Source: an optimization exercise on an open RTL-to-GDS flow (aim: small area and a short achievable clock period). Production flows keep margins and buffers that such runs may drop.
RTL that was checked went through simulation tests only; none was proved equivalent to the original.
For run 1, only the layout was checked, not whether the RTL still works.
No activity file was given, so power comes from the tool's default toggle rates.

## flow/design.v (module list and top-level ports; edited modules follow where they fit)
// module fp_exp_stage: 41 lines
// module fp_align_stage: 94 lines
// module fp_mul_tree: 2560 lines
// module fp_add_stage: 39 lines
// module fp_norm_stage: 44 lines
// module fp_alu: 45 lines
module fp_alu (
    input  wire                     FPUCLK,
    input  wire                     RST,
    input  wire fpu_pkg::fp_word_t  a,
    input  wire fpu_pkg::fp_word_t  b,
    input  wire fpu_pkg::fp_op_e    ctrl,
    output fpu_pkg::fp_word_t       out
);
  // ...
==> flow/flow/run.sh <==
#!/bin/bash
# The standard layout, except that the buffers placed on the ports are
# sky130_fd_sc_hd__buf_2 cells rather than the flow's default pick (a slow
# clkdlybuf4s50 delay cell). Everything else is standard.sh unchanged.
set -euo pipefail
export BUFFER_PORTS_ARGS="-buffer_cell sky130_fd_sc_hd__buf_2"
bash standard.sh > standard.log 2>&1
==> flow/standard.sh <==
#!/bin/bash
# synth_recipe.tcl (not shown) runs the flow's synth.tcl, then flattens the netlist and writes it again
# the make line also repeats each setting of config.mk as NAME=value (left out here)
make -C /OpenROAD-flow-scripts/flow DESIGN_CONFIG=/design/flow/config.mk WORK_HOME=/design/flow/orfs CLKGATE_MAP_FILE= SYNTH_SCRIPT=/design/flow/synth_recipe.tcl "${@:-finish}"
==> flow/config.mk <==
export PLATFORM = sky130hd
export DESIGN_NAME = fp_alu
export DESIGN_NICKNAME = fp_alu
export VERILOG_FILES = /design/flow/design.v
export SDC_FILE = /design/flow/constraint.sdc
export NUM_CORES = 4
export LEC_CHECK = 0
export CAP_MARGIN = 20
export CORE_MARGIN = 2
export CORE_UTILIZATION = 40
export CTS_CLUSTER_DIAMETER = 150
export CTS_CLUSTER_SIZE = 26
export SLEW_MARGIN = 20
==> flow/constraint.sdc <==
create_clock -name core_clock -period 14.5 [get_ports {FPUCLK}]
set_input_delay 2.9000 -clock core_clock [delete_from_list [all_inputs] [get_ports {FPUCLK}]]
set_output_delay 2.9000 -clock core_clock [all_outputs]
set_load 0.01 [all_outputs]
==> impl_summary.txt, run 1 <==
----------------------------------------------------
[Placement]
  Cell area after placement ... 0.0279 mm2

[Die]
  FP Rows ... 94
  Die Span Y ... 262 um

[Detailed routing]
  Routed wire length on met2 ... 39600 um
  Remaining routing DRC violations ... 0
  Final Routed Wirelength ... 86800 um
  Total length of routed met3 wires ... 8030 um
  Detailed-routing iteration count for the pre-antenna-repair pass ... 9

[Finish]
  Final design utilization ... 43.1%
  Final instance area ... 0.0284 mm2
  Non-filler cells in the finished layout ... 3737
  Relative area of non-clock buffer cells in the final design ... 3.62%
  Count of non-CTS inverters in the layout ... 374

[Synth]
  Synth warnings ... 8
  Most instantiated library cell after synthesis ... sky130_fd_sc_hd__inv_1
  Total standard cell area after synthesis ... 0.0267 mm2
  Post-Synth Simple-Gate Area ... 8.41%

[Clock tree]
  Root Buffer ... sky130_fd_sc_hd__clkbuf_16
  Total of cells resized after clock tree synthesis ... 0

[Pwr]
  Share of power burned in combinational logic ... 65.3%
  Clock distribution power ... 0.498 mW
  Relative contribution of sequential cells to total power ... 23.8%
  Top pwr grp ... combinational cells
  Net switching fraction of the power ... 47.3%

[STA]
  Final hold slack ... 0.334 ns
  Total setup violations reported at the end of the flow ... 0

[Global routing]
  Global-route wire length before repair ... 133000 um
  Global routing usage on met1 ... 31.5%

[Worst setup path]
  Count of buffering cells on the critical path with inverters included ... 2

[Worst hold path]
  Endpoint with the worst hold slack ... u_add.s3[28]

[Outcome]
  Result of the run ... timing/DRC/antenna clean

----------------------------------------------------
==> module fp_align_stage, before the edit <==
module fp_align_stage (
    input  wire                       FPUCLK,
    input  wire                       RST,
    input  wire                       v1,
    input  wire fpu_pkg::in_stage_t   s1,
    output logic                      v2,
    output fpu_pkg::rows_stage_t      s2
);
    localparam int Z = 23 - fpu_pkg::LOWC;    
    fpu_pkg::fp_word_t a;
    logic [22:0] b_frac;
    logic        a_inf, b_inf, a_zero, b_zero;
    logic [8:0]  dab, dba;
    logic [7:0]  d;
    logic        eswap, swap, sub;
    logic [23:0] a_m, b_m, x_m, y_m, y_c;
    logic [7:0]  x_exp;
    logic [fpu_pkg::RW-1:0] m0, m1, m2;
    logic        lowc;
    fpu_pkg::rows_stage_t nxt;
    assign a = s1.a;
    always_comb
    begin
        for (int i = 0; i < 12; i++)
        begin
            b_frac[2*i] = s1.one[i] ^ ((i == 0) ? 1'b0 : s1.neg[i-1]);
            if (i < 11)
                b_frac[2*i+1] = s1.neg[i];
        end
    end
    assign a_inf  = (a.exp == fpu_pkg::EXP_INF);
    assign b_inf  = (s1.b_exp == fpu_pkg::EXP_INF);
    assign a_zero = (a.exp == 8'd0) && (a.frac == 23'd0);
    assign b_zero = (s1.b_exp == 8'd0) && (s1.neg == 11'd0) && (s1.one == 12'd0);
    fp_mul_tree u_tree (
        .x    ({1'b1, a.frac}),
        .one  (s1.one),
        .two  (s1.two),
        .neg  ({1'b1, s1.neg}),
        .r0   (m0),
        .r1   (m1),
        .r2   (m2),
        .lowc (lowc)
    );
    assign dab   = {1'b0, a.exp} - {1'b0, s1.b_exp};
    assign dba   = {1'b0, s1.b_exp} - {1'b0, a.exp};
    assign eswap = dab[8];
    assign d     = eswap ? dba[7:0] : dab[7:0];
    assign swap  = eswap | ((a.exp == s1.b_exp) && (a.frac <= b_frac));
    assign a_m   = {~a_zero, a.frac};
    assign b_m   = {~(b_zero & ~a_zero), b_frac};
    assign x_m   = swap ? b_m : a_m;
    assign y_m   = swap ? a_m : b_m;
    assign y_c   = (d >= 8'd24) ? 24'd0 : (y_m >> {d[4:3], 3'b000});
    assign x_exp = eswap ? s1.b_exp : a.exp;
    assign sub   = a.sign ^ s1.b_sign;
    always_comb
    begin
        nxt.inf = a_inf | b_inf;
        nxt.add = ~s1.mul;
        nxt.sub = sub;
        nxt.sh  = d[2:0];
        if (s1.mul)
        begin
            nxt.kill = a_zero | b_zero;
            nxt.sign = a.sign ^ s1.b_sign;
            nxt.exp  = a.exp + s1.b_exp + 8'd130;    
            nxt.cin  = lowc;
            nxt.row0 = m0;
            nxt.row1 = m1;
            nxt.row2 = m2;
        end
        else
        begin
            nxt.kill = 1'b0;
            nxt.sign = a_inf ? a.sign : (b_inf ? s1.b_sign :
                       (swap ? s1.b_sign : a.sign));
            nxt.exp  = x_exp + 8'd1;
            nxt.cin  = sub;
            nxt.row0 = {1'b0, x_m, {Z{1'b0}}};
            nxt.row1 = {1'b0, y_c, {Z{1'b0}}};
            nxt.row2 = '0;
        end
    end
    always_ff @(posedge FPUCLK or negedge RST)
    begin
        if (!RST)
            v2 <= 1'b0;
        else
            v2 <= v1;
    end
    always_ff @(posedge FPUCLK)
        s2 <= nxt;
endmodule
==> module fp_add_stage, before the edit <==
module fp_add_stage (
    input  wire                        FPUCLK,
    input  wire                        RST,
    input  wire                        v2,
    input  wire fpu_pkg::rows_stage_t  s2,
    output logic                       v3,
    output fpu_pkg::sum_stage_t        s3
);
    localparam int RW = fpu_pkg::RW;
    localparam int Z  = 23 - fpu_pkg::LOWC;    
    logic [RW-1:0] r1m, cs_s, cs_c, op_b;
    logic [23:0]   y_al;
    logic [RW:0]   sum;
    fpu_pkg::sum_stage_t nxt;
    assign r1m  = s2.add ? '0 : s2.row1;
    assign cs_s = s2.row0 ^ r1m ^ s2.row2;
    assign cs_c = (s2.row0 & r1m) | (s2.row2 & (s2.row0 ^ r1m));
    assign y_al = s2.row1[RW-2:Z] >> s2.sh;
    assign op_b = s2.add ? ({1'b0, y_al, {Z{1'b0}}} ^ {RW{s2.sub}})
                         : {cs_c[RW-2:0], 1'b0};
    assign sum  = {1'b0, cs_s} + {1'b0, op_b} + {{RW{1'b0}}, s2.cin};
    always_comb
    begin
        nxt.inf  = s2.inf;
        nxt.kill = s2.kill;
        nxt.sign = s2.sign;
        nxt.exp  = s2.exp;
        nxt.mant = sum[RW-1:RW-25];
    end
    always_ff @(posedge FPUCLK or negedge RST)
    begin
        if (!RST)
            v3 <= 1'b0;
        else
            v3 <= v2;
    end
    always_ff @(posedge FPUCLK)
        s3 <= nxt;
endmodule
==> run 2, diff against run 1 <==
--- a/flow/design.v
+++ b/flow/design.v
@@ -31,2 +31,3 @@
         logic        add;           
+        logic        mul;           
         logic        sub;           
@@ -34,2 +35,3 @@
         logic [2:0]  sh;            
+        logic [2:0]  sh_n;          
         logic [RW-1:0] row0;
@@ -151,4 +153,6 @@
         nxt.add = ~s1.mul;
+        nxt.mul = s1.mul;
         nxt.sub = sub;
-        nxt.sh  = d[2:0];
+        nxt.sh   = d[2:0];
+        nxt.sh_n = ~d[2:0];
         if (s1.mul)
@@ -2763,6 +2767,9 @@
     fpu_pkg::sum_stage_t nxt;
-    assign r1m  = s2.add ? '0 : s2.row1;
+    assign r1m  = s2.mul ? s2.row1 : '0;
     assign cs_s = s2.row0 ^ r1m ^ s2.row2;
     assign cs_c = (s2.row0 & r1m) | (s2.row2 & (s2.row0 ^ r1m));
-    assign y_al = s2.row1[RW-2:Z] >> s2.sh;
+    logic [23:0] y_lo, y_hi;
+    assign y_lo = s2.row1[RW-2:Z] >> s2.sh;
+    assign y_hi = s2.row1[RW-2:Z] >> ~s2.sh_n;
+    assign y_al = {y_hi[23:12], y_lo[11:0]};
     assign op_b = s2.add ? ({1'b0, y_al, {Z{1'b0}}} ^ {RW{s2.sub}})
--- a/flow/config.mk
+++ b/flow/config.mk
@@ -7,3 +7,3 @@
 export LEC_CHECK = 0
-export CAP_MARGIN = 20
+export CAP_MARGIN = 50
 export CORE_MARGIN = 2
@@ -12,2 +12,2 @@
 export CTS_CLUSTER_SIZE = 26
-export SLEW_MARGIN = 20
+export SLEW_MARGIN = 50
==> run 2 against run 1 <==
Total power shrank 1.2%. Largest cell class unchanged. Largest power group unchanged. Combinational power shrank 3%. Non-clock buffer count shrank 3. Sequential share of layout area grew 0.44 points. Sequential power is essentially flat. Routed wire length shrank 3.1%. Highest routed layer unchanged. Flip-flop and latch count grew 3. Count of clock-buffer cells in the layout is the same. Maximum frequency grew 4.6%.
==> impl_summary.txt, run 2 <==
----------------------------------------------------
[Outcome]
  Result of the run ... timing/DRC/antenna clean

[Synth]
  Cell accounting for the most synthesized area ... sky130_fd_sc_hd__fa_1
  Commonest register cell after synthesis ... sky130_fd_sc_hd__dfxtp_1
  Number of library cell types mapped by synthesis ... 75
  Count of mapped cells out of synthesis ... 2895
  FF+latch count, synth ... 275
  Average size of a mapped cell ... 9.10 um2
  Main combinational cell family by area after synthesis ... adder cells
  Multiplexer area fraction after synthesis ... 6.11%
  Share of the synthesized area in compound gates (AO/OA/AOI/OAI) ... 16.7%
  Top post-synthesis cells by area ... sky130_fd_sc_hd__fa_1 20%, sky130_fd_sc_hd__dfxtp_1 18%, sky130_fd_sc_hd__xnor2_1 11%, sky130_fd_sc_hd__a22oi_1 7.5%, sky130_fd_sc_hd__ha_1 6.1%
  Adder and majority cell fraction of the synthesized area ... 26.1%
  Most instantiated library cell after synthesis ... sky130_fd_sc_hd__inv_1
  Synth warnings ... 8 (unchanged)
  Xor and xnor area share after synthesis ... 12.1%
  Post-Synth Simple-Gate Area ... 8.94% (+0.53 points)
  Register area share after synthesis ... 21.6%
  Number of synthesized flops with an enable pin ... 0
  Total standard cell area after synthesis ... 0.0264 mm2 (-1.2%)
  Commonest cells post-synth ... 345 x sky130_fd_sc_hd__inv_1, 332 x sky130_fd_sc_hd__xnor2_1, 264 x sky130_fd_sc_hd__a22oi_1
  Proportion of synthesized flip-flops having asynchronous set or reset ... 12.7%
  Share of the synthesized area in the top cell type ... 19.8%

[Clock tree]
  # hold bufs at CTS ... 0
  Clock network latency to the later pin of the worst-skew pair ... 0.55 ns
  Root Buffer ... sky130_fd_sc_hd__clkbuf_16
  Post-CTS Setup Inserts ... 0
  Total of cells resized after clock tree synthesis ... 0 (unchanged)
  Clock Pin Slew Worst Setup and Hold Paths ... 0.10 ns
  Level count of the clock H-tree ... 1
  TritonCTS Buffers ... 15
  Deepest clock path buffer count ... 3
  Sinks on Clock Net ... 275
  Clock tree from TritonCTS ... built

[Finish]
  Layout cell share with drive strength beyond 1 ... 9.05%
  Number of flip-flops under the largest register name ... 127
  Top library cells by usage in the layout, fill and taps aside ... 344 x sky130_fd_sc_hd__inv_1, 332 x sky130_fd_sc_hd__xnor2_1, 264 x sky130_fd_sc_hd__a22oi_1, 261 x sky130_fd_sc_hd__fa_1, 230 x sky130_fd_sc_hd__dfxtp_1
  Nets ... 3313
  Biggest register ... u_align.s2
  Final antenna diode count ... 0
  Signed area change from the synthesized netlist to the final layout ... 6.56%
  Non-filler cells in the finished layout ... 3725 (-0.32%)
  Most common library cell in the layout ignoring fill and taps ... sky130_fd_sc_hd__inv_1
  Largest registers in the final layout ... u_align.s2: 127 flops, u_exp.s1: 77 flops, u_add.s3: 36 flops
  Final design utilization ... 42.9% (-0.18 points)

[Worst hold path]
  Worst min path class ... reg -> reg

[Pwr]
  Worst voltage drop across the vdd grid ... 0.0000980 V
  Static leakage ... 11.9 nW
  Power per cell area ... 162 mW/mm2
  Internal cell power ... 2.40 mW
  Clock power share ... 11.3%
  Net switching fraction of the power ... 47.1% (-0.17 points)
  Net load switching power ... 2.14 mW
  Share of power burned in combinational logic ... 64.1% (-1.2 points)
  Relative contribution of sequential cells to total power ... 24.6% (+0.8 points)

[Die]
  Total Die Area ... 0.0680 mm2
  Ports placed on the boundary ... 101
  Core outline area ... 0.0655 mm2
  Effective utilization at floorplan ... 40.2%
  FP Rows ... 94 (unchanged)
  Width of the chip ... 261 um
  Die Span Y ... 261 um (-0.60%)

[Run]
  Max-cap check violation count ... 0

[Placement]
  Setup slack after placement ... 9.95 ns
  Placer Congestion ... 0.986
  Cell count after placement ... 3701
  Number of buffers added on ports ... 100
  HPWL reported at the end of detailed placement ... 59500 um

[Global routing]
  Maximum number of pins on one net before global-route repair ... 113
  Via count of the first global-routing pass ... 22078
  Initial antenna violation count ... 0
  Global-route usage over all layers ... 24.8%
  Global-route wire length before repair ... 130000 um (-2.1%)
  Remaining global-route overflow ... 0

[STA]
  Worst Slack Setup Final ... 10.03 ns
  Summed negative setup slack over all endpoints ... 0 ns
  Hold Vio Cnt, Final ... 0
  Worst relative slew slack ... 51.0%
  Final Slew Violations ... 0
  Post-layout min period ... 4.47 ns
  Slew @ Worst Pin ... 0.735 ns
  Unrepaired setup endpoints after global routing ... no
  Total setup violations reported at the end of the flow ... 0 (unchanged)
  Clock skew after layout ... 0.0398 ns
  Final hold slack ... 0.337 ns (+0.00237 ns)
  Fmax ... 0.224 GHz
  Final critical-path share of the clock period ... 30.8%

[Detailed routing]
  Detailed-routing iteration count for the pre-antenna-repair pass ... 6 (-3)
  Number of DRC markers in iteration 0 ... 2120
  Average wire per standard cell ... 22.6 um
  Detailed-route vias per instance ... 5.71
  Final Routed Wirelength ... 84100 um (-3.1%)
  Final antenna-violating net count ... 0
  DR vias ... 21258
  Remaining routing DRC violations ... 0 (unchanged)

[Worst setup path]
  Crit path max-delay cell type ... sky130_fd_sc_hd__dfxtp_1
  Worst Setup SP ... u_align.s2[108]
  Launch point of the worst reg-to-reg path ... u_align.s2[108]
  Critical path launch point type ... register
  Data arrival time of the worst path ... 4.89 ns
  Destination of the worst register-to-register timing path ... u_add.s3[24]
  CP top delay family ... compound AO/OA/AOI/OAI gates
  Slack of the worst reg-to-reg path ... 10.03 ns
  Data required, critical path ... 14.93 ns
  Type of the worst setup path ... reg -> reg
  WP depth ... 15
  Largest fanout on the critical path ... 14
  Peak per-stage delay on the critical path ... 0.75 ns
  Capturing element type of the critical path ... register
  Worst setup path endpoint ... u_add.s3[24]
  Cell breakdown of the critical path ... mux2i_1 > mux4_2 > xnor2_1 > nor2_1 > a21oi_1 > ha_1 > nand4_1 > or4_1 > a211oi_1 > a21boi_0 > o2111ai_1 > nand3b_1 > a21o_1 > a21oi_1 > xnor2_1
  Number of cells on the worst reg-to-reg path ... 15
  Count of buffering cells on the critical path with inverters included ... 0 (-2)

----------------------------------------------------
## run 2: cell types whose count changed after synthesis, sizes merged, moves of 9 or more
cell,change
buf,-18
a2bb2oi,+9
o22ai,+10
nand2b,-18
and2,+13
nand2,+38
xnor2,+11
inv,-19
nor2b,-16
xor2,-9
## run 2: how the worst min path moves through the flow
stage / cells past startpoint / start / slack (ns) / end
final: 0 / u_align.s2[127] / 0.34 / u_add.s3[34]
after detailed placement: 0 / u_align.s2[127] / 0.32 / u_add.s3[34]
after CTS: 0 / u_align.s2[127] / 0.34 / u_add.s3[34]
after floorplan: 0 / u_align.s2[118] / 0.31 / u_add.s3[25]
after global placement: 0 / u_align.s2[128] / 0.31 / u_add.s3[35]
after global routing: 0 / u_align.s2[127] / 0.34 / u_add.s3[34]
## run 2: metal layers
layer / up-vias / GRT usage, % / share of wire [%]
met2: 1108 / 39.3 / 45
met1: 10300 / 32.6 / 41
met3: 286 / 4.53 / 8.9
met5: - / 0 / 0
met4: 0 / 11.8 / 5.2
li1: 9564 / - / -
## run 2: cell families after synthesis
logic type	count (synthesis)
DFF	275
AOI/OAI and AO/OA	653
adders and majority gates	394
buffers and inverters	583
and+or+nand+nor	478
xor gates and xnor gates	363
muxes	149
## run 2: area by class of cell
| type | count | area (um2) |
|---|---|---|
| Clock buffer | 18 | 387 |
| Timing Repair Buffer | 167 | 1010 |
| Clock inverter | 6 | 103 |
| Fill cell | 6454 | 37400 |
| Inverter | 358 | 1350 |
| Sequential cell | 275 | 5700 |
| Tap cell | 864 | 1080 |
| Multi-Input combinational cell | 2037 | 18500 |
## run 2: per-stage QoR
stage | area, um2 | power (mW)
6_report | 28100 | 4.55
2_1_floorplan | 26400 | 3.08
4_1_cts | 28100 | 4.54
3_3_place_gp | 27500 | 3.97
3_5_place_dp | 27600 | 4.02
5_1_grt | 28100 | 4.95
## run 2: power by group through the flow
stage | Combinational (mW) | Sequential (mW) | Clock [mW]
CTS | 2.89 | 1.12 | 0.527
global route | 3.25 | 1.14 | 0.554
floorplan | 2.01 | 1.07 | 0
finish | 2.92 | 1.12 | 0.512
global placement | 2.84 | 1.13 | 0
detailed placement | 2.88 | 1.14 | 0
## run 2: worst reg2reg max path: stages (launching register included)
cell and delay [ns]:
sky130_fd_sc_hd__dfxtp_1 0.75, sky130_fd_sc_hd__mux2i_1 0.28, sky130_fd_sc_hd__mux4_2 0.50, sky130_fd_sc_hd__xnor2_1 0.13
sky130_fd_sc_hd__nor2_1 0.09, sky130_fd_sc_hd__a21oi_1 0.05, sky130_fd_sc_hd__ha_1 0.39, sky130_fd_sc_hd__nand4_1 0.11
sky130_fd_sc_hd__or4_1 0.56, sky130_fd_sc_hd__a211oi_1 0.23, sky130_fd_sc_hd__a21boi_0 0.50, sky130_fd_sc_hd__o2111ai_1 0.23
sky130_fd_sc_hd__nand3b_1 0.16, sky130_fd_sc_hd__a21o_1 0.15, sky130_fd_sc_hd__a21oi_1 0.08, sky130_fd_sc_hd__xnor2_1 0.13
==> run 3, diff against run 2 <==
--- a/flow/config.mk
+++ b/flow/config.mk
@@ -7,3 +7,3 @@
 export LEC_CHECK = 0
-export CAP_MARGIN = 50
+export CAP_MARGIN = 70
 export CORE_MARGIN = 2
@@ -11,3 +11,3 @@
 export CTS_CLUSTER_DIAMETER = 150
-export CTS_CLUSTER_SIZE = 26
-export SLEW_MARGIN = 50
+export CTS_CLUSTER_SIZE = 20
+export SLEW_MARGIN = 70
==> run 3 against run 2 <==
Sequential share of layout area decreased by 0.23 points. Final cell count increased by 0.35%. Critical path depth unchanged. Register-to-register slack improved by 0.39 ns. Flip-flop and latch count unchanged. Synthesized area unchanged. Maximum frequency increased by 9.5%. Critical endpoint is now u_align.s2[51].
==> impl_summary.txt, run 3 <==
----------------------------------------------------
[Finish]
  Final design utilization ... 43.6% (+0.70 points)
  Number of flip-flops under the largest register name ... 127 (unchanged)
  Final antenna diode count ... 0 (unchanged)
  Signed area change from the synthesized netlist to the final layout ... 8.30%
  Nets ... 3324 (+0.33%)
  Most common library cell in the layout ignoring fill and taps ... sky130_fd_sc_hd__inv_1
  Layout cell share with drive strength beyond 1 ... 10.2% (+1.2 points)
  Top library cells by usage in the layout, fill and taps aside ... 343 x sky130_fd_sc_hd__inv_1, 328 x sky130_fd_sc_hd__xnor2_1, 264 x sky130_fd_sc_hd__a22oi_1, 261 x sky130_fd_sc_hd__fa_1, 224 x sky130_fd_sc_hd__dfxtp_1
  Biggest register ... u_align.s2
  Final instance area ... 0.0285 mm2 (+1.6%)
  Largest registers in the final layout ... u_align.s2: 127 flops, u_exp.s1: 77 flops, u_add.s3: 36 flops
  Non-filler cells in the finished layout ... 3738 (+0.35%)

[Placement]
  Cell area after placement ... 0.0279 mm2 (+0.96%)
  Cell count after placement ... 3706 (+0.14%)
  Setup slack after placement ... 10.40 ns (+0.445 ns)
  Placer Congestion ... 0.986 (unchanged)
  Number of buffers added on ports ... 100 (unchanged)
  HPWL reported at the end of detailed placement ... 59800 um (+0.56%)

[Pwr]
  Worst voltage drop across the vdd grid ... 0.000115 V (+18%)
  Net switching fraction of the power ... 47.1% (about the same)
  Relative contribution of sequential cells to total power ... 24.4% (-0.2 points)
  Share of power burned in combinational logic ... 63.8% (-0.3 points)
  Power per cell area ... 162 mW/mm2 (-0.14%)
  Final Total Pwr ... 4.62 mW (+1.5%)
  Internal cell power ... 2.44 mW (+1.6%)
  Clock power share ... 11.8% (+0.5 points)
  Static leakage ... 12.1 nW (+1.4%)
  Net load switching power ... 2.17 mW (+1.4%)

[Detailed routing]
  Detailed-routing iteration count for the pre-antenna-repair pass ... 6 (unchanged)
  Number of DRC markers in iteration 0 ... 1988 (-6.2%)
  Detailed-route vias per instance ... 5.70 (-0.12%)
  Final Routed Wirelength ... 84000 um (-0.11%)
  DR vias ... 21306 (+0.23%)
  Final antenna-violating net count ... 0 (unchanged)
  Average wire per standard cell ... 22.5 um (-0.45%)
  Remaining routing DRC violations ... 0 (unchanged)

[Run]
  Max-cap check violation count ... 0 (unchanged)

[Clock tree]
  Clock network latency to the later pin of the worst-skew pair ... 0.56 ns (about the same)
  Level count of the clock H-tree ... 1 (unchanged)
  TritonCTS Buffers ... 19 (+4)
  Clock tree from TritonCTS ... built
  Clock Pin Slew Worst Setup and Hold Paths ... 0.10 ns (about the same)
  Root Buffer ... sky130_fd_sc_hd__clkbuf_16
  Deepest clock path buffer count ... 3 (unchanged)
  # hold bufs at CTS ... 0 (unchanged)
  Sinks on Clock Net ... 275 (unchanged)
  Post-CTS Setup Inserts ... 0 (unchanged)
  Total of cells resized after clock tree synthesis ... 0 (unchanged)

[Outcome]
  Result of the run ... timing/DRC/antenna clean

[Die]
  Effective utilization at floorplan ... 40.2% (unchanged)
  Total Die Area ... 0.0680 mm2 (unchanged)
  Core outline area ... 0.0655 mm2 (unchanged)
  Width of the chip ... 261 um (unchanged)
  FP Rows ... 94 (unchanged)
  Ports placed on the boundary ... 101 (unchanged)
  Die Span Y ... 261 um (unchanged)

[STA]
  Worst Slack Setup Final ... 10.42 ns (+0.386 ns)
  Clock skew after layout ... 0.0357 ns (-0.00407 ns)
  Total setup violations reported at the end of the flow ... 0 (unchanged)
  Unrepaired setup endpoints after global routing ... no
  Hold Vio Cnt, Final ... 0 (unchanged)
  Summed negative setup slack over all endpoints ... 0 ns (unchanged)
  Final Slew Violations ... 0 (unchanged)
  Post-layout min period ... 4.08 ns (-0.386 ns)
  Final critical-path share of the clock period ... 28.1% (-2.7 points)
  Fmax ... 0.245 GHz (+9.5%)
  Final hold slack ... 0.333 ns (-0.00399 ns)
  Worst relative slew slack ... 69.5% (+19 points)
  Slew @ Worst Pin ... 0.452 ns (-0.283 ns)

[Synth]
  Proportion of synthesized flip-flops having asynchronous set or reset ... 12.7% (unchanged)
  Register area share after synthesis ... 21.6% (unchanged)
  Share of the synthesized area in the top cell type ... 19.8% (unchanged)
  Synth warnings ... 8 (unchanged)
  Count of mapped cells out of synthesis ... 2895 (unchanged)
  Commonest register cell after synthesis ... sky130_fd_sc_hd__dfxtp_1
  Most instantiated library cell after synthesis ... sky130_fd_sc_hd__inv_1
  Commonest cells post-synth ... 345 x sky130_fd_sc_hd__inv_1, 332 x sky130_fd_sc_hd__xnor2_1, 264 x sky130_fd_sc_hd__a22oi_1
  Top post-synthesis cells by area ... sky130_fd_sc_hd__fa_1 20%, sky130_fd_sc_hd__dfxtp_1 18%, sky130_fd_sc_hd__xnor2_1 11%, sky130_fd_sc_hd__a22oi_1 7.5%, sky130_fd_sc_hd__ha_1 6.1%
  FF+latch count, synth ... 275 (unchanged)
  Total standard cell area after synthesis ... 0.0264 mm2 (unchanged)
  Cell accounting for the most synthesized area ... sky130_fd_sc_hd__fa_1
  Number of synthesized flops with an enable pin ... 0 (unchanged)
  Average size of a mapped cell ... 9.10 um2 (unchanged)
  Number of library cell types mapped by synthesis ... 75 (unchanged)

[Worst setup path]
  Number of cells on the worst reg-to-reg path ... 15 (unchanged)
  Largest fanout on the critical path ... 26 (+12)
  Type of the worst setup path ... reg -> reg
  Launch point of the worst reg-to-reg path ... u_exp.s1[40]
  Capturing element type of the critical path ... register
  Slack of the worst reg-to-reg path ... 10.42 ns (+0.39 ns)
  Destination of the worst register-to-register timing path ... u_align.s2[51]
  Data arrival time of the worst path ... 4.56 ns (-0.33 ns)
  Critical path launch point type ... register
  Data required, critical path ... 14.98 ns (+0.05 ns)

[Worst hold path]
  Cell count of the worst hold path ... 0 (unchanged)
  Worst min-delay path startpoint ... u_align.s2[119]
  Worst min path class ... reg -> reg
  Endpoint with the worst hold slack ... u_add.s3[26]

[Global routing]
  Via count of the first global-routing pass ... 22068 (-0.045%)
  Global-route wire length before repair ... 131000 um (+0.29%)
  Global-route usage over all layers ... 24.8% (about the same)
  Maximum number of pins on one net before global-route repair ... 60 (-47%)
  Initial antenna violation count ... 0 (unchanged)
  Remaining global-route overflow ... 0 (unchanged)

----------------------------------------------------
## run 3: how the worst max path moves through the flow
stage | startpoint | endpoint | slack, ns | cells after the start
detailed placement | u_align.s2[112] | u_add.s3[24] | 10.40 | 15
global placement | u_align.s2[112] | u_add.s3[24] | 9.79 | 15
CTS | u_align.s2[112] | u_add.s3[24] | 10.37 | 15
finish | u_exp.s1[40] | u_align.s2[51] | 10.42 | 15
global route | u_align.s2[112] | u_add.s3[14] | 10.04 | 16
floorplan | u_align.s2[112] | u_add.s3[14] | 10.34 | 19
## run 3: layout make-up
cell class	instances	area (um2)
fillers	6377	37000
clock buffers	26	512
clock inverters	4	61.3
inverters	358	1360
flip-flops and latches	275	5730
well taps	864	1080
repair buffers	174	1210
multi-input cells	2037	18600
## run 3: metal layers
layer | part of all wire, % | GRT usage [%] | vias to the layer above
met5 | 0 | 0 | -
met3 | 8.8 | 4.79 | 263
met4 | 4.6 | 10.5 | 0
met2 | 46 | 40.5 | 1044
met1 | 41 | 32.0 | 10404
li1 | - | - | 9595
## run 3: worst max-delay path: stages (launching register included)
cell                        delay, ns
sky130_fd_sc_hd__dfxtp_1         0.50
sky130_fd_sc_hd__inv_1           0.08
sky130_fd_sc_hd__ha_1            0.37
sky130_fd_sc_hd__a211oi_1        0.30
sky130_fd_sc_hd__o21bai_1        0.20
sky130_fd_sc_hd__a21oi_2         0.26
sky130_fd_sc_hd__buf_4           0.35
sky130_fd_sc_hd__mux2i_1         0.33
sky130_fd_sc_hd__o311ai_2        0.18
sky130_fd_sc_hd__a31oi_1         0.24
sky130_fd_sc_hd__xor2_1          0.31
sky130_fd_sc_hd__o211ai_1        0.20
sky130_fd_sc_hd__buf_1           0.18
sky130_fd_sc_hd__buf_1           0.15
sky130_fd_sc_hd__buf_1           0.16
sky130_fd_sc_hd__a2bb2oi_1       0.20
## run 3: logic make-up (layout without fill, tap and decap cells)
family / Yosys count / after routing / share of synthesized area, %
AO/OA/AOI/OAI: 653 / 653 / 16.7
flip-flops: 275 / 275 / 21.6
XOR/XNOR: 363 / 363 / 12.1
AND/OR/NAND/NOR: 478 / 478 / 8.94
multiplexers: 149 / 149 / 6.11
buffers and inverters: 583 / 562 / 8.50
adder cells (fa/ha/maj): 394 / 394 / 26.1
## run 3: power by group through the flow
stage	clock, mW	combinational (mW)	sequential [mW]
after floorplan	0	2.01	1.07
after global placement	0	2.84	1.13
after detailed placement	0	2.90	1.14
after CTS	0.566	2.91	1.12
after global routing	0.593	3.28	1.15
final	0.547	2.94	1.13
==> run 4, diff against run 3 <==
--- a/flow/config.mk
+++ b/flow/config.mk
@@ -12,2 +12,4 @@
 export CTS_CLUSTER_SIZE = 20
+export PLACE_DENSITY = 0.75
 export SLEW_MARGIN = 70
+export SYNTH_HIERARCHICAL = 1
==> run 4 against run 3 <==
Hold slack worse by 0.0022 ns. First-iteration DRC count rose by 69%. Register-to-register slack hardly changed. Critical path depth did not move. Critical path type unchanged. Maximum frequency is 0.13% lower. Sequential share of layout area decreased by 1.1 points. Still clean. Largest cell class unchanged. Via count grew 11%. Final cell count increased by 5.2%. Combinational power increased by 9.2%. Critical endpoint is now u_norm.out[29]. Synthesized cell count increased by 4.1%.
==> impl_summary.txt, run 4 <==
----------------------------------------------------
[Finish]
  Nets ... 3437 (+3.4%)
  FILL cells ... 6701 (+5.1%)
  Number of flip-flops under the largest register name ... 129 (+1.6%)
  Final design utilization ... 43.5% (about the same)
  Biggest register ... u_align.s2
  Final instance area ... 0.0303 mm2 (+6.3%)
  Signed area change from the synthesized netlist to the final layout ... 8.35% (about the same)
  Non-filler cells in the finished layout ... 3934 (+5.2%)
  Most common library cell in the layout ignoring fill and taps ... sky130_fd_sc_hd__xnor2_1
  Layout cell share with drive strength beyond 1 ... 12.6% (+2.4 points)
  Top library cells by usage in the layout, fill and taps aside ... 282 x sky130_fd_sc_hd__xnor2_1, 278 x sky130_fd_sc_hd__a22oi_1, 260 x sky130_fd_sc_hd__inv_1, 260 x sky130_fd_sc_hd__fa_1, 224 x sky130_fd_sc_hd__dfxtp_1
  Largest registers in the final layout ... u_align.s2: 129 flops, u_exp.s1: 77 flops, u_add.s3: 36 flops

[Detailed routing]
  Detailed-routing iteration count for the pre-antenna-repair pass ... 6 (unchanged)
  Total length of routed met3 wires ... 11300 um (+53%)
  Met1 wire length ... 34900 um (+1.6%)
  Final Routed Wirelength ... 89500 um (+6.5%)
  Routed wire length on met2 ... 38900 um (+1.3%)
  Detailed-route vias per instance ... 6.02 (+5.5%)
  Number of DRC markers in iteration 0 ... 3360 (+69%)
  Final antenna-violating net count ... 0 (unchanged)
  Remaining routing DRC violations ... 0 (unchanged)
  DR vias ... 23666 (+11%)
  Average wire per standard cell ... 22.7 um (+1.2%)
  Topmost layer with routed signal wires ... met4

[Clock tree]
  Deepest clock path buffer count ... 3 (unchanged)
  Root Buffer ... sky130_fd_sc_hd__clkbuf_16
  # hold bufs at CTS ... 0 (unchanged)
  TritonCTS Buffers ... 18 (-1)
  Clock network latency to the later pin of the worst-skew pair ... 0.56 ns (about the same)
  Clock tree from TritonCTS ... built
  Post-CTS Setup Inserts ... 0 (unchanged)
  Level count of the clock H-tree ... 1 (unchanged)
  Clock Pin Slew Worst Setup and Hold Paths ... 0.10 ns (about the same)
  Total of cells resized after clock tree synthesis ... 0 (unchanged)
  Sinks on Clock Net ... 277 (+0.73%)

[Synth]
  Count of mapped cells out of synthesis ... 3013 (+4.1%)
  Synth warnings ... 14 (+6)
  Number of library cell types mapped by synthesis ... 113 (+51%)
  Proportion of synthesized flip-flops having asynchronous set or reset ... 12.6% (-0.092 points)
  Register area share after synthesis ... 20.4% (-1.1 points)
  Cell accounting for the most synthesized area ... sky130_fd_sc_hd__fa_1
  Commonest register cell after synthesis ... sky130_fd_sc_hd__dfxtp_1
  Share of the synthesized area in the top cell type ... 18.6% (-1.2 points)
  Average size of a mapped cell ... 9.29 um2 (+2.1%)
  Most instantiated library cell after synthesis ... sky130_fd_sc_hd__xnor2_1
  Total standard cell area after synthesis ... 0.0280 mm2 (+6.2%)
  Number of synthesized flops with an enable pin ... 0 (unchanged)
  Commonest cells post-synth ... 283 x sky130_fd_sc_hd__xnor2_1, 278 x sky130_fd_sc_hd__a22oi_1, 263 x sky130_fd_sc_hd__inv_1
  FF+latch count, synth ... 277 (+0.73%)
  Top post-synthesis cells by area ... sky130_fd_sc_hd__fa_1 19%, sky130_fd_sc_hd__dfxtp_1 17%, sky130_fd_sc_hd__xnor2_1 8.9%, sky130_fd_sc_hd__a22oi_1 7.5%, sky130_fd_sc_hd__ha_1 5.6%

[Die]
  FP Rows ... 97 (+3.2%)
  Die Span Y ... 269 um (+3.0%)
  Core outline area ... 0.0697 mm2 (+6.3%)
  Total Die Area ... 0.0721 mm2 (+6.1%)
  Ports placed on the boundary ... 101 (unchanged)
  Width of the chip ... 269 um (+3.0%)
  Effective utilization at floorplan ... 40.2% (-0.042 points)

[STA]
  Summed negative setup slack over all endpoints ... 0 ns (unchanged)
  Fmax ... 0.245 GHz (-0.13%)
  Total setup violations reported at the end of the flow ... 0 (unchanged)
  Final Slew Violations ... 0 (unchanged)
  Slew @ Worst Pin ... 0.490 ns (+0.0374 ns)
  Worst relative slew slack ... 67.0% (-2.5 points)
  Final critical-path share of the clock period ... 28.2% (+0.037 points)
  Hold Vio Cnt, Final ... 0 (unchanged)
  Unrepaired setup endpoints after global routing ... no
  Worst Slack Setup Final ... 10.41 ns (-0.00540 ns)
  Final hold slack ... 0.331 ns (-0.00221 ns)
  Post-layout min period ... 4.09 ns (+0.00540 ns)
  Clock skew after layout ... 0.0345 ns (-0.00116 ns)

[Worst setup path]
  Data required, critical path ... 14.98 ns (about the same)
  Type of the worst setup path ... reg -> reg
  Capturing element type of the critical path ... register
  Critical path launch point type ... register
  Largest fanout on the critical path ... 30 (+15%)
  Data arrival time of the worst path ... 4.57 ns (about the same)

[Placement]
  Cell area after placement ... 0.0296 mm2 (+6.2%)
  Cell count after placement ... 3896 (+5.1%)
  Number of buffers added on ports ... 100 (unchanged)
  Placer Congestion ... 1.07 (+8.2%)
  HPWL reported at the end of detailed placement ... 61700 um (+3.3%)
  Setup slack after placement ... 10.49 ns (+0.0970 ns)

[Global routing]
  Via count of the first global-routing pass ... 23490 (+6.4%)
  Maximum number of pins on one net before global-route repair ... 78 (+30%)
  Initial antenna violation count ... 2 (+2)
  Global-route usage over all layers ... 24.3% (-0.52 points)
  Global-route wire length before repair ... 137000 um (+4.8%)
  Remaining global-route overflow ... 0 (unchanged)

[Worst hold path]
  Worst min path class ... reg -> reg

[Pwr]
  Static leakage ... 12.2 nW (+1.4%)
  Power per cell area ... 161 mW/mm2 (-0.62%)
  Worst voltage drop across the vdd grid ... 0.000128 V (+11%)
  Final Total Pwr ... 4.88 mW (+5.6%)

[Outcome]
  Result of the run ... timing/DRC/antenna clean

[Run]
  Max-cap check violation count ... 0 (unchanged)

----------------------------------------------------
[run 4: cell count changes in the layout (fill, tap and decap cells not counted), sizes merged, moves of 14 or more]
cell,before,now
a211oi,10,41
a22oi,264,278
and2,65,101
inv,354,268
nand3,14,36
nor2,129,74
nor3,16,41
o211ai,7,26
o21ai,115,135
xnor2,332,283
xor2,31,79
[run 4: report_power, final]
| group | switching (mW) | internal [mW] |
|---|---|---|
| combinational | 1.88 | 1.33 |
| sequential | 0.202 | 0.942 |
| clock | 0.286 | 0.237 |
[run 4: critical path: stages (launching register included)]
cell and delay, ns:
sky130_fd_sc_hd__dfxtp_1 0.42, sky130_fd_sc_hd__nor4_1 0.36, sky130_fd_sc_hd__and2_1 0.35, sky130_fd_sc_hd__o211ai_4 0.15, sky130_fd_sc_hd__clkbuf_4 0.23, sky130_fd_sc_hd__a211o_4 0.51
sky130_fd_sc_hd__inv_2 0.27, sky130_fd_sc_hd__ha_1 0.19, sky130_fd_sc_hd__inv_1 0.04, sky130_fd_sc_hd__ha_1 0.22, sky130_fd_sc_hd__or3_1 0.31, sky130_fd_sc_hd__o311ai_1 0.09
sky130_fd_sc_hd__o31ai_1 0.17, sky130_fd_sc_hd__a211oi_1 0.27, sky130_fd_sc_hd__mux2_1 0.36, sky130_fd_sc_hd__nand2_1 0.06
[run 4: cell type report]
cell class                 instances  area (um2)  share of cell area [%]
antenna                            3        7.51                  0.0247
clock buffer                      26         480                    1.58
clock inverter                     3        45.0                   0.148
inverter                         271        1020                    3.38
multi-input combinational       2231       20600                    67.8
sequential                       277        5770                    19.0
tap                              940        1180                    3.88
timing repair buffer             183        1260                    4.17
[run 4: worst paths after layout]
path                            startpoint        endpoint  slack, ns  cells after the start
max                           u_add.s3[13]  u_norm.out[29]      10.41                     15
min                        u_align.s2[121]    u_add.s3[28]       0.33                      0
max reg2reg                   u_add.s3[13]  u_norm.out[29]      10.41                     15
min reg2reg                u_align.s2[121]    u_add.s3[28]       0.33                      0
max in group asynchronous              RST        u_add.v3      12.02                      1
min in group asynchronous              RST  u_norm.out[18]       2.22                      1
[run 4: modules after synthesis, one instance, submodules excluded, excerpt]
module	flops+latches	cell area, um2
fp_mul_tree	0	10800
fp_norm_stage	32	2980
fp_align_stage	130	7480
fp_add_stage	37	4870
fp_exp_stage	78	1900
[run 4: routing by layer]
layer	vias up	global-route usage, %
met3	327	6.81
met5	-	0
met1	11351	31.6
met4	0	10.2
met2	1586	37.7
li1	10402	-
[run 4: cell families after synthesis]
logic type / count (synthesis) / synth area share, %
other: 2 / 0.0268
AO/OA/AOI/OAI: 790 / 20.4
multiplexers: 143 / 5.62
adder cells (fa/ha/maj): 390 / 24.4
XOR/XNOR: 362 / 11.4
buffers and inverters: 511 / 7.64
AND/OR/NAND/NOR: 538 / 10.2
flip-flops: 277 / 20.4
==> run 5, diff against run 4 <==
--- a/flow/config.mk
+++ b/flow/config.mk
@@ -7,3 +7,3 @@
 export LEC_CHECK = 0
-export CAP_MARGIN = 70
+export CAP_MARGIN = 60
 export CORE_MARGIN = 2
@@ -13,3 +13,2 @@
 export PLACE_DENSITY = 0.75
-export SLEW_MARGIN = 70
-export SYNTH_HIERARCHICAL = 1
+export SLEW_MARGIN = 60
==> run 5 against run 4 <==
Highest routed layer unchanged. Global-route usage is 1.6 points lower. Flip-flop and latch count is 2 lower. Clock skew up 0.0045 ns. Clock power increased by 2%. Register-to-register slack got worse by 0.26 ns. Worst setup slack worse by 0.26 ns. Still clean on timing, DRC and antenna. Non-clock buffer count is 11 lower. Final cell count decreased by 5.1%. Via count is 10% lower.
==> impl_summary.txt, run 5 <==
----------------------------------------------------
[Synth]
  Synth warnings ... 8 (-6)
  Count of mapped cells out of synthesis ... 2895 (-3.9%)
  Commonest register cell after synthesis ... sky130_fd_sc_hd__dfxtp_1
  Commonest cells post-synth ... 345 x sky130_fd_sc_hd__inv_1, 332 x sky130_fd_sc_hd__xnor2_1, 264 x sky130_fd_sc_hd__a22oi_1
  Cell accounting for the most synthesized area ... sky130_fd_sc_hd__fa_1
  Number of synthesized flops with an enable pin ... 0 (unchanged)
  Top post-synthesis cells by area ... sky130_fd_sc_hd__fa_1 20%, sky130_fd_sc_hd__dfxtp_1 18%, sky130_fd_sc_hd__xnor2_1 11%, sky130_fd_sc_hd__a22oi_1 7.5%, sky130_fd_sc_hd__ha_1 6.1%
  Average size of a mapped cell ... 9.10 um2 (-2.0%)
  Number of library cell types mapped by synthesis ... 75 (-34%)
  Total standard cell area after synthesis ... 0.0264 mm2 (-5.9%)
  FF+latch count, synth ... 275 (-0.72%)
  Proportion of synthesized flip-flops having asynchronous set or reset ... 12.7% (+0.092 points)
  Share of the synthesized area in the top cell type ... 19.8% (+1.2 points)
  Most instantiated library cell after synthesis ... sky130_fd_sc_hd__inv_1
  Register area share after synthesis ... 21.6% (+1.1 points)

[Detailed routing]
  Detailed-route vias per instance ... 5.71 (-5.1%)
  DR vias ... 21299 (-10%)
  Number of DRC markers in iteration 0 ... 2599 (-23%)
  Final antenna-violating net count ... 0 (unchanged)
  Average wire per standard cell ... 20.7 um (-8.9%)
  Final Routed Wirelength ... 77300 um (-14%)
  Remaining routing DRC violations ... 0 (unchanged)
  Detailed-routing iteration count for the pre-antenna-repair pass ... 6 (unchanged)

[Worst setup path]
  Type of the worst setup path ... reg -> reg
  Data required, critical path ... 14.93 ns (-0.05 ns)
  Critical path launch point type ... register
  CP top delay family ... simple AND/OR/NAND/NOR gates
  Count of buffering cells on the critical path with inverters included ... 0 (-3)
  Crit path max-delay cell type ... sky130_fd_sc_hd__dfxtp_2
  Cell breakdown of the critical path ... mux2i_1 > mux2i_1 > mux2i_1 > xnor2_1 > nor2_1 > a21oi_1 > ha_1 > and4_1 > nand4_1 > nor2_1 > a221oi_1 > nor2b_1 > a221o_1 > or4_1 > and2_1 > xor2_1
  Cell repeated most along the worst path ... sky130_fd_sc_hd__mux2i_1
  Largest fanout on the critical path ... 19 (-37%)
  Peak per-stage delay on the critical path ... 0.66 ns (+0.15 ns)
  Capturing element type of the critical path ... register
  Data arrival time of the worst path ... 4.78 ns (+0.21 ns)

[STA]
  Final critical-path share of the clock period ... 30.0% (+1.8 points)
  Worst Slack Setup Final ... 10.15 ns (-0.262 ns)
  Worst relative slew slack ... 59.6% (-7.4 points)
  Post-layout min period ... 4.35 ns (+0.262 ns)
  Fmax ... 0.230 GHz (-6.0%)
  Clock skew after layout ... 0.0390 ns (+0.00449 ns)
  Final Slew Violations ... 0 (unchanged)
  Summed negative setup slack over all endpoints ... 0 ns (unchanged)
  Unrepaired setup endpoints after global routing ... no
  Slew @ Worst Pin ... 0.600 ns (+0.110 ns)
  Hold Vio Cnt, Final ... 0 (unchanged)
  Total setup violations reported at the end of the flow ... 0 (unchanged)
  Final hold slack ... 0.330 ns (-0.00110 ns)

[Finish]
  Top library cells by usage in the layout, fill and taps aside ... 342 x sky130_fd_sc_hd__inv_1, 331 x sky130_fd_sc_hd__xnor2_1, 264 x sky130_fd_sc_hd__a22oi_1, 261 x sky130_fd_sc_hd__fa_1, 231 x sky130_fd_sc_hd__dfxtp_1
  Final design utilization ... 43.0% (-0.53 points)
  Final instance area ... 0.0282 mm2 (-7.1%)
  Most common library cell in the layout ignoring fill and taps ... sky130_fd_sc_hd__inv_1
  Number of flip-flops under the largest register name ... 127 (-1.6%)
  Largest registers in the final layout ... u_align.s2: 127 flops, u_exp.s1: 77 flops, u_add.s3: 36 flops
  Final antenna diode count ... 0 (-3)
  Biggest register ... u_align.s2
  Non-filler cells in the finished layout ... 3732 (-5.1%)
  Nets ... 3321 (-3.4%)
  Signed area change from the synthesized netlist to the final layout ... 6.91%
  Layout cell share with drive strength beyond 1 ... 9.38% (-3.2 points)
  FILL cells ... 6292 (-6.1%)

[Die]
  Total Die Area ... 0.0680 mm2 (-5.8%)
  Die Span Y ... 261 um (-2.9%)
  Ports placed on the boundary ... 101 (unchanged)
  Core outline area ... 0.0655 mm2 (-6.0%)
  FP Rows ... 94 (-3.1%)
  Effective utilization at floorplan ... 40.2% (+0.042 points)
  Width of the chip ... 261 um (-2.9%)

[Placement]
  Setup slack after placement ... 10.19 ns (-0.309 ns)
  Cell area after placement ... 0.0276 mm2 (-6.7%)
  Cell count after placement ... 3705 (-4.9%)
  Placer Congestion ... 0.998 (-6.5%)
  Number of buffers added on ports ... 100 (unchanged)
  HPWL reported at the end of detailed placement ... 53800 um (-13%)

[Clock tree]
  # hold bufs at CTS ... 0 (unchanged)
  Sinks on Clock Net ... 275 (-0.72%)
  Deepest clock path buffer count ... 3 (unchanged)
  Root Buffer ... sky130_fd_sc_hd__clkbuf_16
  TritonCTS Buffers ... 18 (unchanged)
  Total of cells resized after clock tree synthesis ... 0 (unchanged)
  Clock tree from TritonCTS ... built
  Level count of the clock H-tree ... 1 (unchanged)
  Post-CTS Setup Inserts ... 0 (unchanged)
  Clock Pin Slew Worst Setup and Hold Paths ... 0.08 ns (-0.02 ns)
  Clock network latency to the later pin of the worst-skew pair ... 0.57 ns (about the same)

[Worst hold path]
  Worst min path class ... reg -> reg

[Pwr]
  Power per cell area ... 162 mW/mm2 (+0.96%)
  Static leakage ... 11.9 nW (-2.4%)
  Worst voltage drop across the vdd grid ... 0.000103 V (-20%)
  Final Total Pwr ... 4.57 mW (-6.2%)

[Run]
  Max-cap check violation count ... 0 (unchanged)

[Global routing]
  Via count of the first global-routing pass ... 21133 (-10%)
  Global-route wire length before repair ... 121000 um (-12%)
  Global-route usage over all layers ... 22.6% (-1.6 points)
  Initial antenna violation count ... 0 (-2)
  Maximum number of pins on one net before global-route repair ... 67 (-14%)
  Remaining global-route overflow ... 0 (unchanged)

[Outcome]
  Result of the run ... timing/DRC/antenna clean

----------------------------------------------------
run 5: cell types whose count changed in the layout (fill, tap and decap cells not counted), moves of 18 or more:
cell / change
sky130_fd_sc_hd__xnor2_1: +49
sky130_fd_sc_hd__nor3_1: -21
sky130_fd_sc_hd__a21oi_1: +18
sky130_fd_sc_hd__xor2_1: -46
sky130_fd_sc_hd__a211oi_1: -20
sky130_fd_sc_hd__buf_4: +31
sky130_fd_sc_hd__buf_6: -29
sky130_fd_sc_hd__o211ai_1: -18
sky130_fd_sc_hd__o21ai_1: -22
sky130_fd_sc_hd__nand3_1: -21
sky130_fd_sc_hd__and2_1: -34
sky130_fd_sc_hd__inv_1: +82
sky130_fd_sc_hd__nor2_1: +57
run 5: logic make-up after synthesis:
| logic type | share of synthesized area, % |
|---|---|
| flops | 21.6 |
| compound gates | 16.7 |
| buf+inv | 8.50 |
| fa+ha+maj | 26.1 |
| xor+xnor | 12.1 |
| mux | 6.11 |
| simple gates | 8.94 |
run 5: cell type report:
class,instances,area (um2),share of cell area (%)
timing repair buffer,172,1050,3.74
sequential,275,5700,20.2
tap,864,1080,3.84
clock buffer,23,479,1.70
clock inverter,3,43.8,0.155
inverter,358,1350,4.80
multi-input combinational,2037,18500,65.5
run 5: path summary, 6_finish.rpt:
check	startpoint	endpoint	slack (ns)	cells past startpoint
max	u_align.s2[112]	u_add.s3[14]	10.15	16
min	u_align.s2[121]	u_add.s3[28]	0.33	0
min reg2reg	u_align.s2[121]	u_add.s3[28]	0.33	0
max in group asynchronous	RST	u_add.v3	11.89	1
min in group asynchronous	RST	u_norm.out[30]	2.28	1
max reg2reg	u_align.s2[112]	u_add.s3[14]	10.15	16
run 5: report_power, final:
| group | total [mW] | internal, mW | switching (mW) |
|---|---|---|---|
| logic | 2.93 | 1.24 | 1.69 |
| registers | 1.11 | 0.938 | 0.168 |
| clock network | 0.536 | 0.238 | 0.297 |
| total | 4.57 | 2.42 | 2.15 |
run 5: per-layer routing:
| metal | share of wire [%] | vias to the layer above | global-route usage, % |
|---|---|---|---|
| met5 | 0 | - | 0 |
| met4 | 5.5 | 0 | 10.6 |
| met3 | 11 | 317 | 5.98 |
| met2 | 44 | 1319 | 35.4 |
| met1 | 39 | 10075 | 29.1 |
| li1 | - | 9588 | - |
==> run 6, diff against run 5 <==
--- a/flow/config.mk
+++ b/flow/config.mk
@@ -7,3 +7,3 @@
 export LEC_CHECK = 0
-export CAP_MARGIN = 60
+export CAP_MARGIN = 70
 export CORE_MARGIN = 2
@@ -13,2 +13,2 @@
 export PLACE_DENSITY = 0.75
-export SLEW_MARGIN = 60
+export SLEW_MARGIN = 70
==> run 6 against run 5 <==
Sequential share of layout area is 0.15 points lower. Flip-flop and latch count stayed put. Clock power is 5.6% higher. Synthesized cell count stayed put. First-iteration DRC count is 6.9% lower. Combinational power hardly changed. Clock skew is 0.0030 ns higher. Maximum frequency is 6.1% higher. Synthesized area stayed put. Via count hardly changed. Die area stayed put. Critical path type unchanged.
==> impl_summary.txt, run 6 <==
----------------------------------------------------
[Detailed routing]
  Detailed-route vias per instance ... 5.69 (-0.30%)
  Remaining routing DRC violations ... 0 (unchanged)
  Final Routed Wirelength ... 77400 um (about the same)
  Average wire per standard cell ... 20.7 um (-0.16%)
  DR vias ... 21281 (-0.085%)
  Detailed-routing iteration count for the pre-antenna-repair pass ... 6 (unchanged)
  Number of DRC markers in iteration 0 ... 2419 (-6.9%)
  Final antenna-violating net count ... 0 (unchanged)

[Global routing]
  Global-route wire length before repair ... 121000 um (about the same)
  Maximum number of pins on one net before global-route repair ... 64 (-4.5%)
  Global-route usage over all layers ... 22.6% (-0.040 points)
  Remaining global-route overflow ... 0 (unchanged)
  Initial antenna violation count ... 1 (+1)
  Via count of the first global-routing pass ... 21162 (+0.14%)

[Worst setup path]
  Data arrival time of the worst path ... 4.57 ns (-0.21 ns)
  Data required, critical path ... 14.97 ns (+0.04 ns)
  Crit path max-delay cell type ... sky130_fd_sc_hd__dfxtp_4
  Peak per-stage delay on the critical path ... 0.54 ns (-0.12 ns)
  Critical path launch point type ... register
  Type of the worst setup path ... reg -> reg
  CP top delay family ... simple AND/OR/NAND/NOR gates
  Capturing element type of the critical path ... register
  Cell breakdown of the critical path ... mux2i_1 > mux2i_1 > mux2i_1 > xnor2_1 > nor2_1 > a21oi_1 > ha_1 > and4_1 > nand4_1 > nor2_1 > a221oi_1 > buf_1 > nor2b_1 > a221o_1 > or4_1 > a31oi_1 > xnor2_1
  Count of buffering cells on the critical path with inverters included ... 1 (+1)
  Largest fanout on the critical path ... 19 (unchanged)
  Cell repeated most along the worst path ... sky130_fd_sc_hd__mux2i_1

[Clock tree]
  Total of cells resized after clock tree synthesis ... 0 (unchanged)
  Clock tree from TritonCTS ... built
  Sinks on Clock Net ... 275 (unchanged)
  Deepest clock path buffer count ... 3 (unchanged)
  Post-CTS Setup Inserts ... 0 (unchanged)
  Clock network latency to the later pin of the worst-skew pair ... 0.57 ns (about the same)
  Clock Pin Slew Worst Setup and Hold Paths ... 0.10 ns (+0.02 ns)
  TritonCTS Buffers ... 18 (unchanged)
  # hold bufs at CTS ... 0 (unchanged)
  Root Buffer ... sky130_fd_sc_hd__clkbuf_16
  Level count of the clock H-tree ... 1 (unchanged)

[Placement]
  Number of buffers added on ports ... 100 (unchanged)
  Placer Congestion ... 0.998 (unchanged)
  Cell count after placement ... 3710 (+0.13%)
  HPWL reported at the end of detailed placement ... 54000 um (+0.39%)
  Cell area after placement ... 0.0278 mm2 (+0.64%)
  Setup slack after placement ... 10.41 ns (+0.225 ns)

[Worst hold path]
  Worst min path class ... reg -> reg

[Pwr]
  Clock power share ... 12.3% (+0.6 points)
  Power per cell area ... 162 mW/mm2 (about the same)
  Net load switching power ... 2.15 mW (+0.11%)
  Share of power burned in combinational logic ... 63.7% (-0.4 points)
  Relative contribution of sequential cells to total power ... 24.0% (-0.2 points)
  Worst voltage drop across the vdd grid ... 0.000103 V (+0.30%)
  Net switching fraction of the power ... 46.7% (-0.35 points)
  Internal cell power ... 2.46 mW (+1.5%)
  Static leakage ... 12.0 nW (+0.78%)
  Final Total Pwr ... 4.61 mW (+0.87%)

[Die]
  Effective utilization at floorplan ... 40.2% (unchanged)
  Total Die Area ... 0.0680 mm2 (unchanged)
  FP Rows ... 94 (unchanged)
  Core outline area ... 0.0655 mm2 (unchanged)
  Ports placed on the boundary ... 101 (unchanged)
  Die Span Y ... 261 um (unchanged)
  Width of the chip ... 261 um (unchanged)

[Synth]
  Most instantiated library cell after synthesis ... sky130_fd_sc_hd__inv_1
  FF+latch count, synth ... 275 (unchanged)
  Commonest cells post-synth ... 345 x sky130_fd_sc_hd__inv_1, 332 x sky130_fd_sc_hd__xnor2_1, 264 x sky130_fd_sc_hd__a22oi_1
  Top post-synthesis cells by area ... sky130_fd_sc_hd__fa_1 20%, sky130_fd_sc_hd__dfxtp_1 18%, sky130_fd_sc_hd__xnor2_1 11%, sky130_fd_sc_hd__a22oi_1 7.5%, sky130_fd_sc_hd__ha_1 6.1%
  Commonest register cell after synthesis ... sky130_fd_sc_hd__dfxtp_1
  Share of the synthesized area in the top cell type ... 19.8% (unchanged)
  Synth warnings ... 8 (unchanged)
  Average size of a mapped cell ... 9.10 um2 (unchanged)
  Proportion of synthesized flip-flops having asynchronous set or reset ... 12.7% (unchanged)
  Count of mapped cells out of synthesis ... 2895 (unchanged)
  Number of synthesized flops with an enable pin ... 0 (unchanged)
  Cell accounting for the most synthesized area ... sky130_fd_sc_hd__fa_1
  Number of library cell types mapped by synthesis ... 75 (unchanged)
  Total standard cell area after synthesis ... 0.0264 mm2 (unchanged)
  Register area share after synthesis ... 21.6% (unchanged)

[STA]
  Final critical-path share of the clock period ... 28.3% (-1.7 points)
  Worst relative slew slack ... 68.0% (+8.4 points)
  Fmax ... 0.244 GHz (+6.1%)
  Summed negative setup slack over all endpoints ... 0 ns (unchanged)
  Post-layout min period ... 4.10 ns (-0.249 ns)
  Worst Slack Setup Final ... 10.40 ns (+0.249 ns)
  Unrepaired setup endpoints after global routing ... no
  Slew @ Worst Pin ... 0.475 ns (-0.125 ns)
  Final Slew Violations ... 0 (unchanged)
  Total setup violations reported at the end of the flow ... 0 (unchanged)
  Hold Vio Cnt, Final ... 0 (unchanged)
  Clock skew after layout ... 0.0420 ns (+0.00300 ns)

[Finish]
  Biggest register ... u_align.s2
  Nets ... 3327 (+0.18%)
  Layout cell share with drive strength beyond 1 ... 9.95% (+0.57 points)
  Largest registers in the final layout ... u_align.s2: 127 flops, u_exp.s1: 77 flops, u_add.s3: 36 flops
  Most common library cell in the layout ignoring fill and taps ... sky130_fd_sc_hd__inv_1
  Top library cells by usage in the layout, fill and taps aside ... 342 x sky130_fd_sc_hd__inv_1, 329 x sky130_fd_sc_hd__xnor2_1, 264 x sky130_fd_sc_hd__a22oi_1, 261 x sky130_fd_sc_hd__fa_1, 229 x sky130_fd_sc_hd__dfxtp_1
  Number of flip-flops under the largest register name ... 127 (unchanged)
  Signed area change from the synthesized netlist to the final layout ... 7.92%
  Final instance area ... 0.0284 mm2 (+0.95%)
  Non-filler cells in the finished layout ... 3740 (+0.21%)

[Run]
  Max-cap check violation count ... 0 (unchanged)

[Outcome]
  Result of the run ... timing/DRC/antenna clean

----------------------------------------------------
[run 6: cell counts after synthesis]
Identical to the previous run, type by type.
[run 6: power groups by stage]
stage / registers, mW / clock network (mW) / logic [mW]
2_1_floorplan: 1.07 / 0 / 2.01
3_3_place_gp: 1.12 / 0 / 2.79
3_5_place_dp: 1.13 / 0 / 2.86
4_1_cts: 1.11 / 0.577 / 2.87
5_1_grt: 1.13 / 0.600 / 3.25
6_report: 1.11 / 0.566 / 2.94
[run 6: per-stage QoR]
step / hold WS [ns] / utilization, %
global placement: 0.312 / 42.1
floorplan: 0.310 / -
finish: 0.329 / 43.4
global route: 0.335 / 43.4
CTS: 0.330 / 43.3
detailed placement: 0.312 / 42.4
[run 6: final cells by class]
type	instances	area [um2]
Fill cell	6299	37100
Multi-Input combinational cell	2037	18600
Sequential cell	275	5710
Inverter	358	1360
Timing Repair Buffer	178	1170
Tap cell	864	1080
Clock buffer	23	469
Clock inverter	4	96.3
Antenna cell	1	2.50
[run 6: cells by family (layout without fill, tap and decap cells)]
logic type / after synthesis / in the layout / synth area share (%)
xor gates and xnor gates: 363 / 363 / 12.1
and+or+nand+nor: 478 / 478 / 8.94
other: 0 / 1 / 0
DFF: 275 / 275 / 21.6
adders and majority gates: 394 / 394 / 26.1
AOI/OAI and AO/OA: 653 / 653 / 16.7
buffers and inverters: 583 / 563 / 8.50
muxes: 149 / 149 / 6.11
[run 6: path summary, 6_finish.rpt]
path / slack, ns / depth (start not counted) / end / from
max: 10.40 / 17 / u_add.s3[15] / u_align.s2[112]
min: 0.33 / 0 / u_add.s3[28] / u_align.s2[121]
max reg2reg: 10.40 / 17 / u_add.s3[15] / u_align.s2[112]
min reg2reg: 0.33 / 0 / u_add.s3[28] / u_align.s2[121]
max in group asynchronous: 12.02 / 1 / u_add.v3 / RST
min in group asynchronous: 2.22 / 1 / u_norm.out[30] / RST
[run 6: routing by layer]
layer | track usage, % | up-vias | share of wire [%]
met1 | 29.4 | 10172 | 40
met5 | 0 | - | 0
met2 | 35.6 | 1230 | 44
met4 | 10.7 | 0 | 5.2
li1 | - | 9607 | -
met3 | 5.11 | 272 | 10
==> run 7, diff against run 6 <==
--- a/flow/config.mk
+++ b/flow/config.mk
@@ -10,2 +10,3 @@
 export CORE_UTILIZATION = 40
+export CTS_BUF_LIST = sky130_fd_sc_hd__clkbuf_8 sky130_fd_sc_hd__clkbuf_16
 export CTS_CLUSTER_DIAMETER = 150
==> run 7 against run 6 <==
Critical path depth did not move. Final cell count about the same. Sequential power is essentially flat. Clock skew increased by 0.0019 ns. Largest power group unchanged. Routed wire length is 0.11% higher. Cell area is essentially flat. Largest cell class unchanged. Worst setup slack about the same.
==> impl_summary.txt, run 7 <==
----------------------------------------------------
[Worst setup path]
  CP top delay family ... simple AND/OR/NAND/NOR gates
  Crit path max-delay cell type ... sky130_fd_sc_hd__dfxtp_4
  Largest fanout on the critical path ... 19 (unchanged)
  Peak per-stage delay on the critical path ... 0.54 ns (about the same)
  Type of the worst setup path ... reg -> reg
  Capturing element type of the critical path ... register
  Count of buffering cells on the critical path with inverters included ... 1 (unchanged)
  Cell breakdown of the critical path ... mux2i_1 > mux2i_1 > mux2i_1 > xnor2_1 > nor2_1 > a21oi_1 > ha_1 > and4_1 > nand4_1 > nor2_1 > a221oi_1 > buf_1 > nor2b_1 > a221o_1 > or4_1 > a31oi_1 > xnor2_1
  Critical path launch point type ... register
  Data arrival time of the worst path ... 4.57 ns (about the same)

[Global routing]
  Initial antenna violation count ... 1 (unchanged)
  Via count of the first global-routing pass ... 21162 (unchanged)
  Global-route usage over all layers ... 22.6% (unchanged)
  Maximum number of pins on one net before global-route repair ... 64 (unchanged)
  Global-route wire length before repair ... 121000 um (unchanged)

[Die]
  FP Rows ... 94 (unchanged)
  Total Die Area ... 0.0680 mm2 (unchanged)
  Effective utilization at floorplan ... 40.2% (unchanged)
  Width of the chip ... 261 um (unchanged)
  Ports placed on the boundary ... 101 (unchanged)

[Finish]
  Non-filler cells in the finished layout ... 3739 (-0.027%)
  Final design utilization ... 43.4% (about the same)
  Number of flip-flops under the largest register name ... 127 (unchanged)
  Top library cells by usage in the layout, fill and taps aside ... 347 x sky130_fd_sc_hd__inv_1, 329 x sky130_fd_sc_hd__xnor2_1, 264 x sky130_fd_sc_hd__a22oi_1, 261 x sky130_fd_sc_hd__fa_1, 229 x sky130_fd_sc_hd__dfxtp_1
  Nets ... 3327 (unchanged)
  Signed area change from the synthesized netlist to the final layout ... 7.91% (about the same)
  Biggest register ... u_align.s2
  Final antenna diode count ... 0 (-1)
  Largest registers in the final layout ... u_align.s2: 127 flops, u_exp.s1: 77 flops, u_add.s3: 36 flops
  Most common library cell in the layout ignoring fill and taps ... sky130_fd_sc_hd__inv_1
  Final instance area ... 0.0284 mm2 (about the same)

[Synth]
  Average size of a mapped cell ... 9.10 um2 (unchanged)
  Cell accounting for the most synthesized area ... sky130_fd_sc_hd__fa_1
  Commonest register cell after synthesis ... sky130_fd_sc_hd__dfxtp_1
  Register area share after synthesis ... 21.6% (unchanged)
  Most instantiated library cell after synthesis ... sky130_fd_sc_hd__inv_1
  Commonest cells post-synth ... 345 x sky130_fd_sc_hd__inv_1, 332 x sky130_fd_sc_hd__xnor2_1, 264 x sky130_fd_sc_hd__a22oi_1
  Top post-synthesis cells by area ... sky130_fd_sc_hd__fa_1 20%, sky130_fd_sc_hd__dfxtp_1 18%, sky130_fd_sc_hd__xnor2_1 11%, sky130_fd_sc_hd__a22oi_1 7.5%, sky130_fd_sc_hd__ha_1 6.1%
  Number of library cell types mapped by synthesis ... 75 (unchanged)
  Proportion of synthesized flip-flops having asynchronous set or reset ... 12.7% (unchanged)
  Number of synthesized flops with an enable pin ... 0 (unchanged)
  FF+latch count, synth ... 275 (unchanged)

[Placement]
  Cell area after placement ... 0.0278 mm2 (unchanged)
  Number of buffers added on ports ... 100 (unchanged)
  Placer Congestion ... 0.998 (unchanged)

[Detailed routing]
  DR vias ... 21292 (+0.052%)
  Number of DRC markers in iteration 0 ... 2409 (-0.41%)
  Final antenna-violating net count ... 0 (unchanged)
  Detailed-routing iteration count for the pre-antenna-repair pass ... 6 (unchanged)
  Detailed-route vias per instance ... 5.69 (about the same)
  Final Routed Wirelength ... 77400 um (+0.11%)

[Clock tree]
  Root Buffer ... sky130_fd_sc_hd__clkbuf_16
  Total of cells resized after clock tree synthesis ... 0 (unchanged)
  TritonCTS Buffers ... 18 (unchanged)
  Clock network latency to the later pin of the worst-skew pair ... 0.57 ns (about the same)
  Clock tree from TritonCTS ... built
  Level count of the clock H-tree ... 1 (unchanged)
  Deepest clock path buffer count ... 3 (unchanged)
  Clock Pin Slew Worst Setup and Hold Paths ... 0.10 ns (about the same)
  Sinks on Clock Net ... 275 (unchanged)
  Post-CTS Setup Inserts ... 0 (unchanged)

[STA]
  Final Slew Violations ... 0 (unchanged)
  Hold Vio Cnt, Final ... 0 (unchanged)
  Worst relative slew slack ... 67.6% (-0.38 points)
  Summed negative setup slack over all endpoints ... 0 ns (unchanged)
  Clock skew after layout ... 0.0439 ns (+0.00190 ns)

[Worst hold path]
  Worst min path class ... reg -> reg

[Pwr]
  Power per cell area ... 162 mW/mm2 (about the same)
  Worst voltage drop across the vdd grid ... 0.000103 V (-0.46%)

[Outcome]
  Result of the run ... timing/DRC/antenna clean

----------------------------------------------------
run 7: cell families after synthesis:
logic type | after synthesis | synth area share [%]
multiplexers | 149 | 6.11
AND/OR/NAND/NOR | 478 | 8.94
XOR/XNOR | 363 | 12.1
AO/OA/AOI/OAI | 653 | 16.7
buffers and inverters | 583 | 8.50
flip-flops | 275 | 21.6
adder cells (fa/ha/maj) | 394 | 26.1
run 7: cell type report:
class	count	area, um2
Fill cell	6300	37100
Multi-Input combinational cell	2037	18600
Sequential cell	275	5710
Inverter	358	1360
Timing Repair Buffer	178	1170
Tap cell	864	1080
Clock buffer	18	450
Clock inverter	9	115
run 7: final timing paths:
kind,start,endpoint,slack (ns),cells after the start
max,u_align.s2[112],u_add.s3[15],10.40,17
min,u_align.s2[121],u_add.s3[28],0.33,0
max reg2reg,u_align.s2[112],u_add.s3[15],10.40,17
min reg2reg,u_align.s2[121],u_add.s3[28],0.33,0
max in group asynchronous,RST,u_add.v3,12.01,1
min in group asynchronous,RST,u_norm.out[30],2.22,1
run 7: per-stage QoR:
stage / hold WS [ns] / power, mW / setup WS [ns]
final: 0.329 / 4.61 / 10.40
after global routing: 0.335 / 4.98 / 10.14
after CTS: 0.330 / 4.55 / 10.37
after detailed placement: 0.312 / 3.99 / 10.41
after global placement: 0.312 / 3.92 / 9.89
after floorplan: 0.310 / 3.08 / 10.34
run 7: per-layer routing:
metal | share of wire [%] | up-vias | global-route usage, % | wire length, um
li1 | - | 9607 | - | -
met1 | 40 | 10148 | 29.4 | 30800
met2 | 45 | 1247 | 35.6 | 34600
met3 | 10 | 290 | 5.11 | 8010
met4 | 5.3 | 0 | 10.7 | 4080
met5 | 0 | - | 0 | 0
run 7: report_power, final:
part,internal (mW),switching [mW]
Clock,0.266,0.297
Combinational,1.25,1.69
Sequential,0.939,0.170

Check on run 7: ideal ports give 10.400 ns setup slack; a clkbuf_16 on the clock port and buf_2 on the inputs give 10.400 ns; moving port delays by the midpoint clock arrival (0.611 ns) as well gives 10.400 ns.
